This design comes from an exercise in tuning for small area, a short achievable clock period and few clock cycles per item on the open sky130 flow, not from production work.
The RTL was checked by simulation tests, not by an equivalence proof against the original design.
Power figures rest on the tool's default switching activity, not on a simulated workload.

## gomoku_top
module gomoku_top (
    input  logic               clock,
    input  logic               rst,
    input  logic [5-1:0] awaddr,
    input  logic               awvalid,
    output logic               awready,
    input  logic [32-1:0] wdata,
    input  logic               wvalid,
    output logic               wready,
    output logic               bvalid,
    output logic [1:0]         bresp,
    input  logic               bready,
    input  logic [5-1:0] araddr,
    input  logic               arvalid,
    output logic               arready,
    output logic               rvalid,
    output logic [32-1:0] rdata,
    output logic [1:0]         rresp,
    input  logic               rready,
    output logic [6:0]         hex0,
    output logic [6:0]         hex1,
    output logic [7:0]         ledr,
    output logic [7:0]         ledg
);
Size: about 120 I/O pins, ~30,000 sq um of cells after synthesis.
export LEC_CHECK = 0
export CAP_MARGIN = 20
export CORE_MARGIN = 2
export CORE_UTILIZATION = 30
export SETUP_SLACK_MARGIN = 3.5
export SLEW_MARGIN = 20
create_clock -name core_clock -period 8.0 [get_ports {clock}]
run.sh (not shown) runs the stock make flow with config.mk's settings and CLKGATE_MAP_FILE= SYNTH_SCRIPT=/design/flow/synth_recipe.tcl, a recipe that flattens the netlist after the stock synthesis.
The starting point completed without violations.
Testbench counts at the start, summed over its fixed seeds: cycles 17,312, moves 3,200.
Next try:
--- a/flow/config.mk
+++ b/flow/config.mk
@@ -6,7 +6,8 @@
 export NUM_CORES = 4
 export LEC_CHECK = 0
+export ABC_CLOCK_PERIOD_IN_PS = 3000
 export CAP_MARGIN = 20
 export CORE_MARGIN = 2
 export CORE_UTILIZATION = 30
-export SETUP_SLACK_MARGIN = 3.5
+export SETUP_SLACK_MARGIN = 5
 export SLEW_MARGIN = 20
Result: Final cell count rises by 2.1%. Fmax goes up by 11%. Global-route usage goes up by 1.2 points.

---

run 1:
Another version of the RTL of gomoku_top (not shown whole).
Size: roughly 3200 cells after synthesis, roughly 620 flip-flops, roughly 120 I/O pins, roughly 31000 um2 of cells after synthesis.
==> flow/config.mk <==
export PLATFORM = sky130hd
export DESIGN_NAME = gomoku_top
export DESIGN_NICKNAME = gomoku_top
export VERILOG_FILES = /design/flow/design.v
export SDC_FILE = /design/flow/constraint.sdc
export NUM_CORES = 4
export LEC_CHECK = 0
export ABC_CLOCK_PERIOD_IN_PS = 2000
export CAP_MARGIN = 20
export CORE_MARGIN = 2
export CORE_UTILIZATION = 30
export CTS_BUF_LIST = sky130_fd_sc_hd__clkbuf_16
export CTS_CLUSTER_DIAMETER = 100
export CTS_CLUSTER_SIZE = 30
export SETUP_SLACK_MARGIN = 5
export SLEW_MARGIN = 20
==> flow/constraint.sdc <==
create_clock -name core_clock -period 8.0 [get_ports {clock}]
set_input_delay 1.6000 -clock core_clock [delete_from_list [all_inputs] [get_ports {clock}]]
set_output_delay 1.6000 -clock core_clock [all_outputs]
set_load 0.01 [all_outputs]
Testbench counts of run 1, summed over its fixed seeds: cycles 17,312, moves 3,200.
The inputs of run 2 differ from those of run 1 as listed below.
# run 1
export LEC_CHECK = 0
export ABC_CLOCK_PERIOD_IN_PS = 2000
export CAP_MARGIN = 20
export CORE_MARGIN = 2
export CORE_UTILIZATION = 30
export CTS_BUF_LIST = sky130_fd_sc_hd__clkbuf_16
export CTS_CLUSTER_DIAMETER = 100
export CTS_CLUSTER_SIZE = 30
export SETUP_SLACK_MARGIN = 5
export SLEW_MARGIN = 20
create_clock -name core_clock -period 8.0 [get_ports {clock}]
# run 2
export LEC_CHECK = 0
export ABC_CLOCK_PERIOD_IN_PS = 3000
export CAP_MARGIN = 20
export CORE_MARGIN = 2
export CORE_UTILIZATION = 30
export CTS_BUF_LIST = sky130_fd_sc_hd__clkbuf_16
export CTS_CLUSTER_DIAMETER = 80
export CTS_CLUSTER_SIZE = 25
export SETUP_SLACK_MARGIN = 5
export SLEW_MARGIN = 20
export TNS_END_PERCENT = 25
create_clock -name core_clock -period 8.0 [get_ports {clock}]
--- outcome ---
- From run 1 to run 2 the numbers moved as follows: static leakage now smaller, part of the total power dissipated in combinational logic comparable, post-CTS setup buffer count now smaller.
- In run 2, the via count came out about 0.3% below the value in run 1.
- Utilization run 1 -> run 2: down
- Looking at run 2 and run 1, the wire length of the first global-routing pass is a wash.
Here is what was changed in the inputs of run 3 compared with run 2.
# run 2
export LEC_CHECK = 0
export ABC_CLOCK_PERIOD_IN_PS = 3000
export CAP_MARGIN = 20
export CORE_MARGIN = 2
export CORE_UTILIZATION = 30
export CTS_BUF_LIST = sky130_fd_sc_hd__clkbuf_16
export CTS_CLUSTER_DIAMETER = 80
export CTS_CLUSTER_SIZE = 25
export SETUP_SLACK_MARGIN = 5
export SLEW_MARGIN = 20
export TNS_END_PERCENT = 25
create_clock -name core_clock -period 8.0 [get_ports {clock}]
# run 3
export LEC_CHECK = 0
export ABC_CLOCK_PERIOD_IN_PS = 3000
export CAP_MARGIN = 35
export CORE_MARGIN = 2
export CORE_UTILIZATION = 30
export CTS_BUF_LIST = sky130_fd_sc_hd__clkbuf_16
export CTS_CLUSTER_DIAMETER = 80
export CTS_CLUSTER_SIZE = 25
export SETUP_SLACK_MARGIN = 5
export SLEW_MARGIN = 35
export TNS_END_PERCENT = 5
create_clock -name core_clock -period 8.0 [get_ports {clock}]
==> run summary <==
Area: run 3 vs run 2 -> run 3 smaller
Delta (run 3 minus run 2): clock power share rose 0.2 points, final-layout clock-cell area share about even, required time of the worst setup path fell 0.02 ns, power about even, worst setup slack rose 0.050 ns.
Looking across run 2 and run 3, the single run that reached the end with no open violations was run 2.
The final report for run 3 shows a completed flow and a layout that fails verification, specifically capacitance limit, slew limit.
--- input diff run 3..run 4 ---
# run 3
export LEC_CHECK = 0
export ABC_CLOCK_PERIOD_IN_PS = 3000
export CAP_MARGIN = 35
export CORE_MARGIN = 2
export CORE_UTILIZATION = 30
export CTS_BUF_LIST = sky130_fd_sc_hd__clkbuf_16
export CTS_CLUSTER_DIAMETER = 80
export CTS_CLUSTER_SIZE = 25
export SETUP_SLACK_MARGIN = 5
export SLEW_MARGIN = 35
export TNS_END_PERCENT = 5
create_clock -name core_clock -period 8.0 [get_ports {clock}]
# run 4
export LEC_CHECK = 0
export ABC_CLOCK_PERIOD_IN_PS = 3000
export CAP_MARGIN = 20
export CORE_MARGIN = 2
export CORE_UTILIZATION = 30
export SETUP_SLACK_MARGIN = 5
export SLEW_MARGIN = 20
create_clock -name core_clock -period 8.0 [get_ports {clock}]
--- outcome ---
Switching share of power: run 4 vs run 3 down 0.85 points. Comparing run 4 and run 3, count of final max-slew check failures is higher on run 3. Run 4: no failed stages, no open violations at the end. Total chip power deteriorates in run 4 relative to run 3. Against run 3 as the reference, run 4 delivers a lower proportion of power drawn by combinational gates. Leading power group: clock -> run 4, sequential cells -> run 3. Run 3 → run 4: post-synthesis to final-layout area growth now sits higher; combined flip-flop and latch cell area now sits at about the same level.

separate check: timing with driven ports:
Ports are ideal in the flow. The routed layouts listed here were re-timed in OpenROAD.
Step 1 sets driving cells, clkbuf_16 on the clock port and buf_2 on the other inputs (assumed; they add their load-dependent delay and slew).
Step 2 also shifts input and output timing later by t, the mid clock arrival at the registers, as if the neighbouring blocks saw the same clock.
Slacks: ideal / step 1 / step 2; pairs: ideal / step 1.
run | t (ns) | setup slack, ns | hold slack, ns
the first run of note 1 | 0.712 | 3.494 / 3.494 / 3.132 | 0.488 / 0.488 / 0.488
the second run of note 1 | 0.718 | 3.941 / 3.941 / 3.941 | 0.487 / 0.487 / 0.487
run 1 | 0.698 | 4.525 / 4.479 / 4.369 | 0.489 / 0.489 / 0.489
run 2 | 0.720 | 4.595 / 4.570 / 4.122 | 0.494 / 0.494 / 0.494
run 3 | 0.708 | 4.645 / 4.609 / 4.257 | 0.490 / 0.490 / 0.490
run 4 | 0.693 | 4.571 / 4.541 / 4.344 | 0.486 / 0.486 / 0.486
For run 2, which loses most, drivers alone change the setup slack by -0.025 ns; drivers and shift together by -0.473 ns.
